This is an optimization exercise on Yosys and OpenROAD, whose aim is small area, not a production implementation. Function was checked by simulation only, so behaviour that the tests miss may differ from the original. Power is estimated from default activity; no workload was simulated.

==> flow/design.v <==
module arp_ctrl #(
    parameter logic [31:0] P_RETRY_CYCLES = 32'd1000,
    parameter int unsigned P_MAX_RETRY    = 3
) (
    input  logic        i_clk,
    input  logic        i_rst,
    input  logic [47:0] i_rx_mac,
    input  logic [31:0] i_rx_ip,
    input  logic        i_rx_valid,
    input  logic        i_trig_reply,
    input  logic [31:0] i_lookup_ip,
    input  logic        i_lookup_valid,
    output logic        o_lookup_ready,
    output logic [47:0] o_lookup_mac,
    output logic        o_lookup_done,
    output logic        o_lookup_fail,
    output logic        o_tx_valid,
    input  logic        i_tx_ready,
    output logic [15:0] o_tx_op,
    output logic [31:0] o_tx_dst_ip,
    output logic [47:0] o_tx_dst_mac
);
    function automatic int unsigned f_bits(input logic [32:0] n);
        int unsigned b;
        b = 1;
        for (int unsigned k = 1; k < 33; k = k + 1)
            if ((33'd1 << k) < n) b = k + 1;
        f_bits = b;
    endfunction
    localparam int unsigned LP_ENTRIES = 4;
    localparam int unsigned LP_IP_W    = 32;
    localparam int unsigned LP_MAC_W   = 48;
    localparam int unsigned LP_TMR_W   = f_bits({1'b0, P_RETRY_CYCLES});
    localparam int unsigned LP_RTY_W   = f_bits(33'(P_MAX_RETRY) + 33'd1);
    localparam logic [3:0] S_IDLE  = 4'b0000;
    localparam logic [3:0] S_CHECK = 4'b0001;
    localparam logic [3:0] S_WAIT  = 4'b0010;
    localparam logic [3:0] S_INIT  = 4'b0011;   
    localparam logic [3:0] S_DONE  = 4'b0100;
    localparam logic [3:0] S_FAIL  = 4'b0101;
    localparam logic [3:0] S_REQ   = 4'b1000;
    localparam logic [3:0] S_RPL   = 4'b1100;   
    logic [3:0]            r_state;
    logic                  r_pend;      
    logic [1:0]            r_ptr;
    logic                  r_full;
    logic [LP_IP_W-1:0]    r_cache_ip  [LP_ENTRIES];
    logic [LP_MAC_W-1:0]   r_cache_mac [LP_ENTRIES];
    logic [LP_IP_W-1:0]    r_ip;
    logic [LP_TMR_W-1:0]   r_timer;
    logic [LP_RTY_W-1:0]   r_retry;
    logic [LP_IP_W-1:0]    r_rpl_ip;
    logic [LP_MAC_W-1:0]   r_rpl_mac;
    logic [LP_IP_W-1:0]    r_tx_ip;
    logic [LP_MAC_W-1:0]   r_tx_mac;
    logic                  w_idle, w_check, w_wait, w_req, w_rpl, w_tx;
    logic [LP_ENTRIES-1:0] w_v;
    logic [LP_ENTRIES-1:0] w_rx_eq;
    logic                  w_rx_hit;
    logic [LP_ENTRIES-1:0] w_we;
    logic [LP_ENTRIES-1:0] w_chk_eq;
    logic                  w_chk_hit;
    logic [LP_MAC_W-1:0]   w_chk_mac;
    logic                  w_rsp_match;
    logic                  w_timeout;
    logic                  w_retry_left;
    logic                  w_go_rpl;
    logic [3:0]            w_state_nx;
    assign w_idle  = (r_state == S_IDLE);
    assign w_check = (r_state == S_CHECK);
    assign w_wait  = (r_state == S_WAIT);
    assign w_tx    = r_state[3];
    assign w_req   = r_state[3] && !r_state[2];
    assign w_rpl   = r_state[3] && r_state[2];
    assign w_v[0] = r_full || (r_ptr != 2'd0);
    assign w_v[1] = r_full || r_ptr[1];
    assign w_v[2] = r_full || (r_ptr == 2'd3);
    assign w_v[3] = r_full;
    always_comb begin
        w_chk_mac = '0;
        for (int unsigned i = 0; i < LP_ENTRIES; i++) begin
            w_rx_eq[i]  = w_v[i] && (r_cache_ip[i] == i_rx_ip);
            w_chk_eq[i] = w_v[i] && (r_cache_ip[i] == r_ip);
            if (w_chk_eq[i]) w_chk_mac = w_chk_mac | r_cache_mac[i];
        end
        w_rx_hit  = |w_rx_eq;
        w_chk_hit = |w_chk_eq;
        for (int unsigned i = 0; i < LP_ENTRIES; i++)
            w_we[i] = i_rx_valid && (w_rx_eq[i] || (!w_rx_hit && (r_ptr == 2'(i))));
    end
    assign w_rsp_match  = i_rx_valid && (i_rx_ip == r_ip);
    assign w_timeout    = (r_timer == LP_TMR_W'(P_RETRY_CYCLES - 32'd1));
    assign w_retry_left = (r_retry < LP_RTY_W'(P_MAX_RETRY));
    assign w_go_rpl     = r_pend && (w_idle || w_check || (w_wait && !w_rsp_match));
    always_comb begin
        w_state_nx = r_state;
        if (w_go_rpl) begin
            w_state_nx = S_RPL | r_state;
        end else if (w_tx) begin
            if (i_tx_ready) w_state_nx = w_rpl ? {2'b00, r_state[1:0]} : S_WAIT;
        end else begin
            case (r_state)
                S_IDLE:  if (i_lookup_valid) w_state_nx = S_CHECK;
                S_CHECK: w_state_nx = (w_rsp_match || w_chk_hit) ? S_DONE : S_REQ;
                S_WAIT:  begin
                    if (w_rsp_match)    w_state_nx = S_DONE;
                    else if (w_timeout) w_state_nx = w_retry_left ? S_REQ : S_FAIL;
                end
                default: w_state_nx = S_IDLE;
            endcase
        end
    end
    always_ff @(posedge i_clk or posedge i_rst) begin
        if (i_rst) begin
            r_state <= S_INIT;
            r_pend  <= 1'b0;
            r_ptr   <= '0;
            r_full  <= 1'b0;
        end else begin
            r_state <= w_state_nx;
            r_pend  <= w_go_rpl ? i_trig_reply : (r_pend || i_trig_reply);
            if (i_rx_valid && !w_rx_hit) begin
                r_ptr <= r_ptr + 2'd1;
                if (r_ptr == 2'd3) r_full <= 1'b1;
            end
        end
    end
    always_ff @(posedge i_clk) begin
        for (int unsigned i = 0; i < LP_ENTRIES; i++) begin
            if (w_we[i]) begin
                r_cache_ip[i]  <= i_rx_ip;
                r_cache_mac[i] <= i_rx_mac;
            end
        end
        if (i_trig_reply) begin
            r_rpl_ip  <= i_rx_ip;
            r_rpl_mac <= i_rx_mac;
        end
        if (w_idle) r_ip <= i_lookup_ip;
        if (w_check) r_retry <= '0;
        else if (w_req && i_tx_ready) r_retry <= r_retry + LP_RTY_W'(1);
        if (w_req) r_timer <= '0;
        else if (w_wait && !r_pend) r_timer <= r_timer + LP_TMR_W'(1);
        if (!w_tx) begin
            r_tx_ip <= r_rpl_ip;
            if (w_go_rpl) r_tx_mac <= r_rpl_mac;
            else if (w_rsp_match) r_tx_mac <= i_rx_mac;
            else if (w_chk_hit && w_check) r_tx_mac <= w_chk_mac;
            else r_tx_mac <= '1;
        end
    end
    assign o_lookup_ready = w_idle && !r_pend;
    assign o_lookup_done  = (r_state == S_DONE);
    assign o_lookup_fail  = (r_state == S_FAIL);
    assign o_lookup_mac   = r_tx_mac;
    assign o_tx_valid     = w_tx;
    assign o_tx_op        = {14'd0, r_state[2], !r_state[2]};
    assign o_tx_dst_ip    = r_state[2] ? r_tx_ip : r_ip;
    assign o_tx_dst_mac   = r_tx_mac;
endmodule
==> flow/flow/run.sh <==
#!/bin/bash
# Standard ORFS layout (the standard.sh), with two changes:
#  - port buffers use the smallest buffer cell (buf_1) instead of the default pick;
#  - clock tree synthesis uses clkbuf_4 cells in small clusters and no dummy loads.
set -e
export BUFFER_PORTS_ARGS="-buffer_cell sky130_fd_sc_hd__buf_1"
export CTS_ARGS="-sink_clustering_enable -repair_clock_nets -dont_use_dummy_load -buf_list sky130_fd_sc_hd__clkbuf_16 -sink_clustering_size 30 -sink_clustering_max_diameter 60"
bash standard.sh > standard.log 2>&1
==> flow/standard.sh <==
#!/bin/bash
# synth_recipe.tcl (not shown) runs the flow's synth.tcl, then flattens the netlist and writes it again
# the make line also repeats each setting of config.mk as NAME=value (left out here)
make -C /OpenROAD-flow-scripts/flow DESIGN_CONFIG=/design/flow/config.mk WORK_HOME=/design/flow/orfs CLKGATE_MAP_FILE= SYNTH_SCRIPT=/design/flow/synth_recipe.tcl "${@:-finish}"
==> flow/config.mk <==
export PLATFORM = sky130hd
export DESIGN_NAME = arp_ctrl
export DESIGN_NICKNAME = arp_ctrl
export VERILOG_FILES = /design/flow/design.v
export SDC_FILE = /design/flow/constraint.sdc
export NUM_CORES = 4
export LEC_CHECK = 0
export CAP_MARGIN = 20
export CORE_MARGIN = 2
export CORE_UTILIZATION = 65
export SLEW_MARGIN = 20
==> flow/constraint.sdc <==
create_clock -name core_clock -period 5.0 [get_ports {i_clk}]
set_input_delay 1.0000 -clock core_clock [delete_from_list [all_inputs] [get_ports {i_clk}]]
set_output_delay 1.0000 -clock core_clock [all_outputs]
set_load 0.01 [all_outputs]
==> results of run 1 <==
[routing by layer]
layer | GRT usage [%] | vias to the layer above | part of all wire, %
met3 | 4.83 | 86 | 8.2
met1 | 44.8 | 6532 | 42
li1 | - | 5751 | -
met2 | 48.6 | 640 | 47
met4 | 8.29 | 4 | 2.7
met5 | 0 | - | 0.051
[state kept, by name (all words and copies together), names as in the netlist]
| name | cells |
|---|---|
| r_state | 4 |
| r_rpl_mac | 48 |
| r_pend | 1 |
| r_tx_mac | 48 |
| r_cache_ip | 128 |
| r_cache_mac | 192 |
| r_full | 1 |
| r_tx_ip | 32 |
| r_ptr | 2 |
| r_timer | 10 |
| r_retry | 2 |
| r_ip | 32 |
| r_rpl_ip | 32 |
[worst paths after layout]
check | slack, ps | depth (start not counted) | start | to
worst max register to register | 1460 | 8 | r_ip[27] | r_tx_mac[35]
worst min register to register | 390 | 0 | r_rpl_ip[7] | r_tx_ip[7]
max in group asynchronous | 4260 | 2 | i_rst | r_state[1]
min in group asynchronous | 410 | 2 | i_rst | r_state[3]
worst min-delay path | 390 | 0 | r_rpl_ip[7] | r_tx_ip[7]
worst max-delay path | 1170 | 8 | i_rx_ip[29] | r_cache_mac[1][8]
[stage by stage]
stage / utilization (%) / hold WS [ps] / setup slack [ps]
finish: 71.4 / 394 / 1170
detailed placement: 68.7 / 405 / 611
floorplan: - / 400 / 320
global route: 71.3 / 398 / 1100
CTS: 71.3 / 395 / 1130
global placement: 68.7 / 401 / 725
[critical path, delay by kind of cell]
kind                      cells  cell delay (ps)
AOI/OAI and AO/OA             1              450
and+or+nand+nor               4             1520
buffers and inverters         2              910
xor gates and xnor gates      1              150
[cells by family after synthesis]
kind of cell    share of synthesized area (%)
flops                                    70.4
other cells                            0.0167
mux                                      1.60
fa+ha+maj                               0.334
buf+inv                                  4.42
simple gates                             4.60
xor+xnor                                 11.5
compound gates                           7.05
[layout by cell type (no fill, tap or decap), types with 35 or more instances in the layout]
| cell | synthesis | routed |
|---|---|---|
| a21oi_1 | 53 | 53 |
| xor2_1 | 269 | 269 |
| o22ai_1 | 48 | 48 |
| buf_4 | 64 | 36 |
| buf_1 | 4 | 250 |
| a22o_1 | 50 | 48 |
| clkbuf_16 | 0 | 35 |
| nor4_1 | 69 | 68 |
| edfxtp_1 | 512 | 512 |
| a221oi_1 | 48 | 48 |
[power breakdown]
part,internal (mW),switching (mW),total (mW)
Combinational,1.02,2.04,3.07
Sequential,6.04,0.680,6.72
Clock,1.24,1.33,2.57
[cell type report]
type | count | area share, %
flip-flops and latches | 532 | 64.7
multi-input cells | 748 | 23.6
repair buffers | 295 | 5.63
clock buffers | 35 | 3.58
well taps | 455 | 2.33
inverters | 11 | 0.179
diodes | 3 | 0.0307
==> flow_summary_export.csv, run 1 <==
group,metric,value,unit
cts,clockBufferDepth,3,
run,drv_cap,0,
synth,synth-edff-count,512,
cts,cts_resized,0,
place,place_hpwl,37000,um
setup_path,cp_slowest_cell,"nor4_1",
global_route,antenna_found_initial,4,
sta,relSlewSlack,32.2,%
global_route,grt_pass1_vias,12704,
global_route,grt_usage,30.6,%
final_layout,instances_no_fill,2079,
cts,cts_root_buf,"clkbuf_16",
cts,cts_tree,"yes",
synth,synth_flop_cell,"edfxtp_1",
synth,ys_types,52,
synth,yosys-top-cells-area,"edfxtp_1, xor2_1, buf_4, a22o_1, nor4_1",
setup_path,worstPathCellList,"buf_1 -> xor2_1 -> nor4_1 -> nand4_1 -> nor3_1 -> nor4_2 -> a22o_4 -> buf_4",
sta,finalSetupViolations,0,
synth,yosysTopAreaCell,"edfxtp_1",
routing,dr.pass1.iters,5,
global_route,grt_remaining_overflow,0,
synth,ys_async_sr_fraction,1.50,%
cts,cts.sinks,532,
final_layout,syn_to_final_growth,8.94,%
floorplanning,dieArea,36100,um2
synth,synth_seq_cells,532,
floorplanning,start_util,65.5,%
place,dpl.cell_count,2040,
cts,htreeDepth,2,
sta,final.min_clock_period,3830,ps
synth,postSynthCellCount,1449,
routing,viasPerCell,6.26,
final_layout,num-nets-final,1747,
synth,synth_commonest_cells,"edfxtp_1, xor2_1, nor4_1",
place,placed_area,23600,um2
global_route,grt_max_degree,62,
global_route,grt_pass1_wl,80600,um
sta,hold_viol,0,
cts,ctsHoldBuffers,0,
floorplanning,core_region_area,34300,um2
final_layout,regArea,15800,um2
sta,slew_violations,0,
pwr,max-vdd-ir-drop,531,uV
routing,ant_nets,0,
pwr,powerDensity,505,nW/um2
floorplanning,die_w,190,um
final_layout,fillers,2296,
setup_path,cp-start-kind,"input port",
sta,skew,80.2,ps
cts,cts_setup_buffers,0,
floorplanning,io_pins,266,
setup_path,end_kind,"flop",
setup_path,crit_fanout,30,
synth,avgSynthCellArea,15.5,um2
cts,cts_buffers,35,
sta,worst_pin_slew,1020,ps
sta,setup-tns-final,0,ps
setup_path,crit_arrival,4090,ps
outcome,outcome,"finished clean",
pwr,totalPowerFinal,12.4,mW
pwr,p_leak,7.97,nW
worst_hold_path,hp-class,"reg -> reg",
setup_path,path_class,"in -> reg",
floorplanning,fp.dieH,190,um
cts,path_clk_slew,90,ps
setup_path,required,5260,ps
routing,wl_per_cell,26.6,um
sta,fmax,261,MHz
sta,min_period_over_period,76.7,%
synth,ys_seq_area_share,70.4,%
setup_path,critical-path-max-stage-delay,620,ps
synth,synth_area,22500,um2
routing,vias,13013,
final_layout,final_cell_area,24500,um2
place,finalWeightedCongestion,1.02,
floorplanning,rows,68,
routing,drt_iter0_drc,1377,
routing,drt-total-wl,55300,um
cts,clkLatencyLatePin,550,ps
sta,rsz0062_at_grt,"false",
routing,drc_errors,0,
synth,synth.most_common_cell,"edfxtp_1",
synth,yosys_warnings,3,
synth,synth_top_area_share,68.5,%
final_layout,multi_input_area,5770,um2
place,io_buffers,251,
final_layout,drive_above_1_share,8.08,%
==> inputs of run 2 (changes only) <==
--- a/flow/flow/run.sh
+++ b/flow/flow/run.sh
@@ -6,3 +6,3 @@
 export BUFFER_PORTS_ARGS="-buffer_cell sky130_fd_sc_hd__buf_1"
-export CTS_ARGS="-sink_clustering_enable -repair_clock_nets -dont_use_dummy_load -buf_list sky130_fd_sc_hd__clkbuf_16 -sink_clustering_size 30 -sink_clustering_max_diameter 60"
+export CTS_ARGS="-sink_clustering_enable -repair_clock_nets -dont_use_dummy_load -buf_list sky130_fd_sc_hd__clkbuf_4 -sink_clustering_size 10 -sink_clustering_max_diameter 80"
 bash standard.sh > standard.log 2>&1
==> run 2 against run 1 <==
  * Still clean
  * Wire length grew 0.76%
  * Synthesized area unchanged
  * Worst setup slack better by 170 ps
  * Count of clock-buffer cells in the layout rose by 24
  * Core utilization decreased by 1.3 points
  * Critical endpoint is now o_lookup_ready
==> flow_summary_export.csv, run 2 <==
group,metric,value,unit
setup_path,worstPathCellList,"inv_1 -> nand3_1 -> nor3_1 -> buf_1",
setup_path,required,4000,ps
sta,slew_violations,0,
final_layout,fillers,2367,
sta,relSlewSlack,30.8,%
place,io_buffers,251,
global_route,grt_pass1_vias,12901,
routing,drc_errors,0,
run,drv_cap,0,
cts,cts_buffers,59,
synth,avgSynthCellArea,15.5,um2
final_layout,multi_input_area,5770,um2
sta,final.min_clock_period,3660,ps
setup_path,cp-start-kind,"flop",
final_layout,layout_common_cells,"edfxtp_1, xor2_1, buf_1",
setup_path,critical-path-max-stage-delay,1060,ps
routing,ant_nets,0,
routing,drt-total-wl,55800,um
cts,cts_root_buf,"clkbuf_4",
final_layout,regArea,15800,um2
setup_path,cp_num_buf_inv,2,
place,place_hpwl,37000,um
sta,min_period_over_period,73.2,%
setup_path,path_class,"reg -> out",
global_route,grt_max_degree,62,
sta,layout_setup_ws,1340,ps
final_layout,drive_above_1_share,9.42,%
floorplanning,rows,68,
synth,synth_seq_cells,532,
floorplanning,core_region_area,34300,um2
cts,cts_tree,"yes",
synth,synth_area,22500,um2
sta,rsz0062_at_grt,"false",
setup_path,crit_fanout,40,
global_route,grt_pass1_wl,81200,um
synth,synth_top_area_share,68.5,%
sta,skew,49.7,ps
sta,setup-tns-final,0,ps
cts,cts.sinks,532,
synth,yosysTopAreaCell,"edfxtp_1",
global_route,grt_remaining_overflow,0,
pwr,powerDensity,484,nW/um2
synth,ys_types,52,
final_layout,regMostFlops,"r_cache_mac",
floorplanning,start_util,65.5,%
setup_path,end_kind,"output port",
final_layout,syn_to_final_growth,7.03,%
sta,fmax,273,MHz
routing,vias,13134,
setup_path,cp_slowest_cell,"dfrtp_2",
pwr,p_leak,7.81,nW
worst_hold_path,hp-class,"in -> async",
final_layout,reg.largest.list,"r_cache_mac (192), r_cache_ip (128)",
cts,clockBufferDepth,3,
outcome,outcome,"finished clean",
floorplanning,die_w,190,um
cts,htreeDepth,2,
cts,ctsHoldBuffers,0,
global_route,grt_usage,31.1,%
cts,clkLatencyLatePin,850,ps
final_layout,num-nets-final,1771,
floorplanning,dieArea,36100,um2
setup_path,cp_top_family,"flip-flops",
synth,yosys_warnings,3,
routing,drt_iter0_drc,1280,
sta,worst_pin_slew,1040,ps
sta,hold_ws,94.1,ps
synth,yosys-top-cells-area,"edfxtp_1, xor2_1, buf_4, a22o_1, nor4_1",
place,dp_worst_setup_slack,611,ps
routing,wl_per_cell,26.5,um
sta,hold_viol,0,
final_layout,layout_commonest_cell,"edfxtp_1",
routing,viasPerCell,6.24,
synth,ys_seq_area_share,70.4,%
setup_path,crit_arrival,2660,ps
floorplanning,fp.dieH,190,um
sta,finalSetupViolations,0,
pwr,max-vdd-ir-drop,542,uV
routing,dr.pass1.iters,5,
cts,cts_resized,0,
cts,cts_setup_buffers,0,
floorplanning,io_pins,266,
place,finalWeightedCongestion,1.02,
synth,ys_async_sr_fraction,1.50,%
synth,synth_commonest_cells,"edfxtp_1, xor2_1, nor4_1",
synth,synth-edff-count,512,
synth,synth_flop_cell,"edfxtp_1",
final_layout,largest_reg_flops,192,
global_route,antenna_found_initial,3,
synth,synth.most_common_cell,"edfxtp_1",
synth,postSynthCellCount,1449,
cts,path_clk_slew,110,ps
## run 2: per-layer routing
layer / GRT usage [%] / wire length, um / vias up
met5: 0 / 12 / -
met4: 11.3 / 1730 / 2
met3: 5.79 / 4640 / 101
met2: 47.9 / 25900 / 674
met1: 45.1 / 23500 / 6543
li1: - / - / 5814
## run 2: power breakdown
group | total (mW) | switching (mW) | internal (mW)
Clock | 1.84 | 1.30 | 0.539
Sequential | 6.72 | 0.683 | 6.03
Combinational | 3.07 | 2.05 | 1.02
## run 2: logic make-up after synthesis
group | share of synthesized area [%]
flip-flops | 70.4
buffers and inverters | 4.42
AO/OA/AOI/OAI | 7.05
adder cells (fa/ha/maj) | 0.334
XOR/XNOR | 11.5
other | 0.0167
multiplexers | 1.60
AND/OR/NAND/NOR | 4.60
## run 2: final cells by class
cell class                 instances  share of cell area, %
sequential                       532                   65.8
inverter                          11                  0.182
timing repair buffer             295                   5.73
antenna                            4                 0.0416
tap                              455                   2.37
clock buffer                      59                   1.84
multi-input combinational        748                   24.0
## run 2: worst paths after layout
path / start / endpoint / slack (ps) / cells past startpoint
setup / recovery: r_state[2] / o_lookup_ready / 1340 / 4
hold / removal: i_rst / r_pend / 90 / 2
setup reg to reg: r_ip[2] / r_tx_mac[35] / 1400 / 8
hold reg to reg: r_rpl_ip[5] / r_tx_ip[5] / 400 / 0
max in group asynchronous: i_rst / r_state[1] / 4600 / 2
min in group core_clock: i_lookup_ip[3] / r_ip[3] / 310 / 1
## run 2: through the flow
step / util, % / instances / total power, mW / cell area [um2]
3_5_place_dp: 68.7 / 2040 / 9.85 / 23600
5_1_grt: 70.1 / 2102 / 12.1 / 24000
4_1_cts: 70.0 / 2099 / 11.7 / 24000
2_1_floorplan: - / 1462 / 8.69 / 22500
6_report: 70.1 / 2104 / 11.6 / 24000
3_3_place_gp: 68.7 / 2040 / 9.78 / 23600
==> inputs of run 3 (changes only) <==
==> flow/flow/run.sh (replaced) <==
#!/bin/bash
# Standard ORFS layout (the standard.sh), with these changes:
#  - port buffers use the smallest buffer cell (buf_1) instead of the default pick;
#  - clock tree synthesis uses clkbuf_4 cells in clusters of at most 9 sinks
#    and no dummy loads;
#  - the single tie-low cell from synthesis is kept instead of one per output.
set -e
export BUFFER_PORTS_ARGS="-buffer_cell sky130_fd_sc_hd__buf_1"
export SKIP_REPAIR_TIE_FANOUT=1
export CTS_ARGS="-sink_clustering_enable -repair_clock_nets -dont_use_dummy_load -buf_list sky130_fd_sc_hd__clkbuf_4 -sink_clustering_size 9 -sink_clustering_max_diameter 80"
bash standard.sh > standard.log 2>&1
==> run 3 against run 2 <==
  * Non-clock buffer count is 2 higher
  * Cell count unchanged
  * Wire length increased by 0.79%
  * Sequential share of layout area about the same
  * Largest cell class unchanged
==> flow_summary_export.csv, run 3 <==
group,metric,value,unit
cts,cts.sinks,532,
cts,cts_buffers,69,
synth,synth_area,22500,um2
global_route,grt_pass1_wl,81600,um
run,drv_cap,0,
routing,vias,13219,
floorplanning,die_w,190,um
synth,ys_async_sr_fraction,1.50,%
synth,postSynthCellCount,1449,
synth,ys_types,52,
sta,final.min_clock_period,3700,ps
final_layout,largest_reg_flops,192,
sta,hold_viol,0,
sta,finalSetupViolations,0,
setup_path,cp-start-kind,"input port",
floorplanning,io_pins,266,
floorplanning,core_region_area,34300,um2
synth,synth_top_area_share,68.5,%
setup_path,required,5420,ps
worst_hold_path,hp-class,"in -> async",
cts,ctsHoldBuffers,0,
floorplanning,start_util,65.5,%
outcome,outcome,"finished clean",
setup_path,end_kind,"flop",
sta,fmax,270,MHz
floorplanning,fp.dieH,190,um
synth,synth_commonest_cells,"edfxtp_1, xor2_1, nor4_1",
pwr,powerDensity,490,nW/um2
global_route,grt_usage,31.4,%
final_layout,syn_to_final_growth,7.08,%
synth,yosys_warnings,3,
cts,cts_resized,0,
final_layout,num-nets-final,1770,
setup_path,crit_fanout,38,
sta,hold_ws,173,ps
routing,drc_errors,0,
cts,clockBufferDepth,3,
synth,synth.most_common_cell,"edfxtp_1",
routing,dr.pass1.iters,7,
cts,clkLatencyLatePin,810,ps
sta,slew_violations,0,
setup_path,crit_arrival,4120,ps
cts,htreeDepth,3,
floorplanning,dieArea,36100,um2
final_layout,reg.largest.list,"r_cache_mac (192), r_cache_ip (128)",
synth,yosysTopAreaCell,"edfxtp_1",
cts,cts_setup_buffers,0,
sta,skew,102,ps
sta,worst_pin_slew,1060,ps
routing,wl_per_cell,26.7,um
sta,relSlewSlack,28.8,%
global_route,grt_pass1_vias,12821,
setup_path,r2r_cells,8,
routing,ant_nets,0,
sta,min_period_over_period,74.0,%
routing,drt-total-wl,56200,um
routing,viasPerCell,6.28,
final_layout,layout_commonest_cell,"edfxtp_1",
final_layout,regMostFlops,"r_cache_mac",
pwr,p_leak,7.81,nW
floorplanning,rows,68,
place,io_buffers,251,
routing,drt_iter0_drc,1194,
synth,ys_seq_area_share,70.4,%
place,place_hpwl,37200,um
cts,cts_root_buf,"clkbuf_4",
setup_path,path_class,"in -> reg",
cts,cts_tree,"yes",
final_layout,drive_above_1_share,10.1,%
final_layout,layout_common_cells,"edfxtp_1, xor2_1, buf_1",
setup_path,regToRegStartpoint,"r_cache_ip[3][26]",
synth,yosys-top-cells-area,"edfxtp_1, xor2_1, buf_4, a22o_1, nor4_1",
synth,avgSynthCellArea,15.5,um2
synth,synth_flop_cell,"edfxtp_1",
cts,path_clk_slew,120,ps
sta,rsz0062_at_grt,"false",
sta,setup-tns-final,0,ps
global_route,grt_max_degree,62,
synth,synth-edff-count,512,
setup_path,r2r_end,"r_cache_ip[0][7]",
global_route,grt_remaining_overflow,0,
place,finalWeightedCongestion,0.989,
pwr,max-vdd-ir-drop,305,uV
setup_path,reg2reg_slack,1480,ps
final_layout,fillers,2316,
global_route,antenna_found_initial,4,
synth,synth_seq_cells,532,
==> run 3: cell counts after synthesis <==
No cell type changed its count.
==> run 3: layout make-up <==
cell class                      instances  area [um2]  share of cell area, %
Antenna cell                            5        12.5                 0.0520
Multi-Input combinational cell        735        5720                   23.8
Inverter                               11        43.8                  0.182
Clock buffer                           69         518                   2.15
Sequential cell                       532       15800                   65.8
Timing Repair Buffer                  297        1370                   5.68
Tap cell                              455         569                   2.37
==> run 3: stage by stage <==
step	power, mW	utilization (%)	cell area (um2)	std cells	setup WS (ps)
5_1_grt	12.3	70.1	24000	2104	1270
3_5_place_dp	9.87	68.6	23500	2030	612
2_1_floorplan	8.69	-	22500	1449	320
3_3_place_gp	9.80	68.5	23500	2029	679
6_report	11.8	70.1	24000	2104	1300
4_1_cts	11.8	70.1	24000	2099	1380
==> run 3: worst max-delay path: stages <==
cell     delay, ps
buf_1          390
buf_4          230
xor2_1         270
nor4_1         110
nand3_1        120
nor4_1          90
nor4_1         900
a22o_4         650
buf_4          330
==> run 3: logic make-up after synthesis <==
| group | count (synthesis) | share of synthesized area [%] |
|---|---|---|
| AND/OR/NAND/NOR | 181 | 4.60 |
| adder cells (fa/ha/maj) | 6 | 0.334 |
| other | 1 | 0.0167 |
| buffers and inverters | 182 | 4.42 |
| XOR/XNOR | 296 | 11.5 |
| multiplexers | 32 | 1.60 |
| flip-flops | 532 | 70.4 |
| AO/OA/AOI/OAI | 219 | 7.05 |
==> run 3: power by group <==
| part | internal (mW) | switching (mW) |
|---|---|---|
| registers | 6.04 | 0.676 |
| clock network | 0.637 | 1.33 |
| logic | 1.02 | 2.07 |
| total | 7.70 | 4.07 |
==> run 3: metal layers <==
| metal | vias to the layer above | global-route usage [%] | wire, um |
|---|---|---|---|
| met2 | 719 | 48.1 | 26500 |
| li1 | 5833 | - | - |
| met3 | 97 | 6.59 | 5140 |
| met1 | 6566 | 45.7 | 22900 |
| met5 | - | 0 | 18 |
| met4 | 4 | 10.3 | 1680 |
==> run 3: how the worst max path moves through the flow <==
| stage | from | end | slack, ps | cells after the start |
|---|---|---|---|---|
| 2_1_floorplan | i_rx_ip[25] | r_cache_ip[1][0] | 320 | 7 |
| 3_3_place_gp | i_rx_ip[24] | r_cache_mac[0][23] | 680 | 9 |
| 3_5_place_dp | i_rx_ip[24] | r_cache_mac[0][19] | 610 | 9 |
| 4_1_cts | r_state[2] | o_lookup_ready | 1380 | 4 |
| 5_1_grt | i_rx_ip[24] | r_cache_ip[0][21] | 1270 | 9 |
| 6_report | i_rx_ip[24] | r_cache_ip[0][7] | 1300 | 9 |

-- what the ideal ports hide --
The results above use ideal ports. As a check the final layouts listed here were re-extracted and re-timed, cells and wires unchanged. Step 1: set_driving_cell puts a clkbuf_16 on i_clk and a buf_2 on each other input, an assumption about the parent block. Step 2 times the ports against the registers' clock, not the clock port: input delays grow and output delays shrink by t, the midpoint of the rising clock arrivals with the driver on. a / b / c = ideal / step 1 / step 2; a / b = the first two.
run	t, ns	setup WS [ns]	hold WS [ns]	slew at the worst register clock pin (ns)
run 1	0.566	1.167 / 1.190 / 0.624	0.394 / 0.382 / 0.394	0.10 / 0.10
run 2	0.879	1.340 / 1.285 / 0.669	0.094 / 0.067 / 0.404	0.11 / 0.11
run 3	0.809	1.300 / 1.328 / 0.519	0.173 / 0.158 / 0.409	0.12 / 0.12
After both steps every run listed still meets setup and hold. For run 3, which loses most, drivers alone change the setup slack by +0.028 ns; drivers and shift together by -0.781 ns.
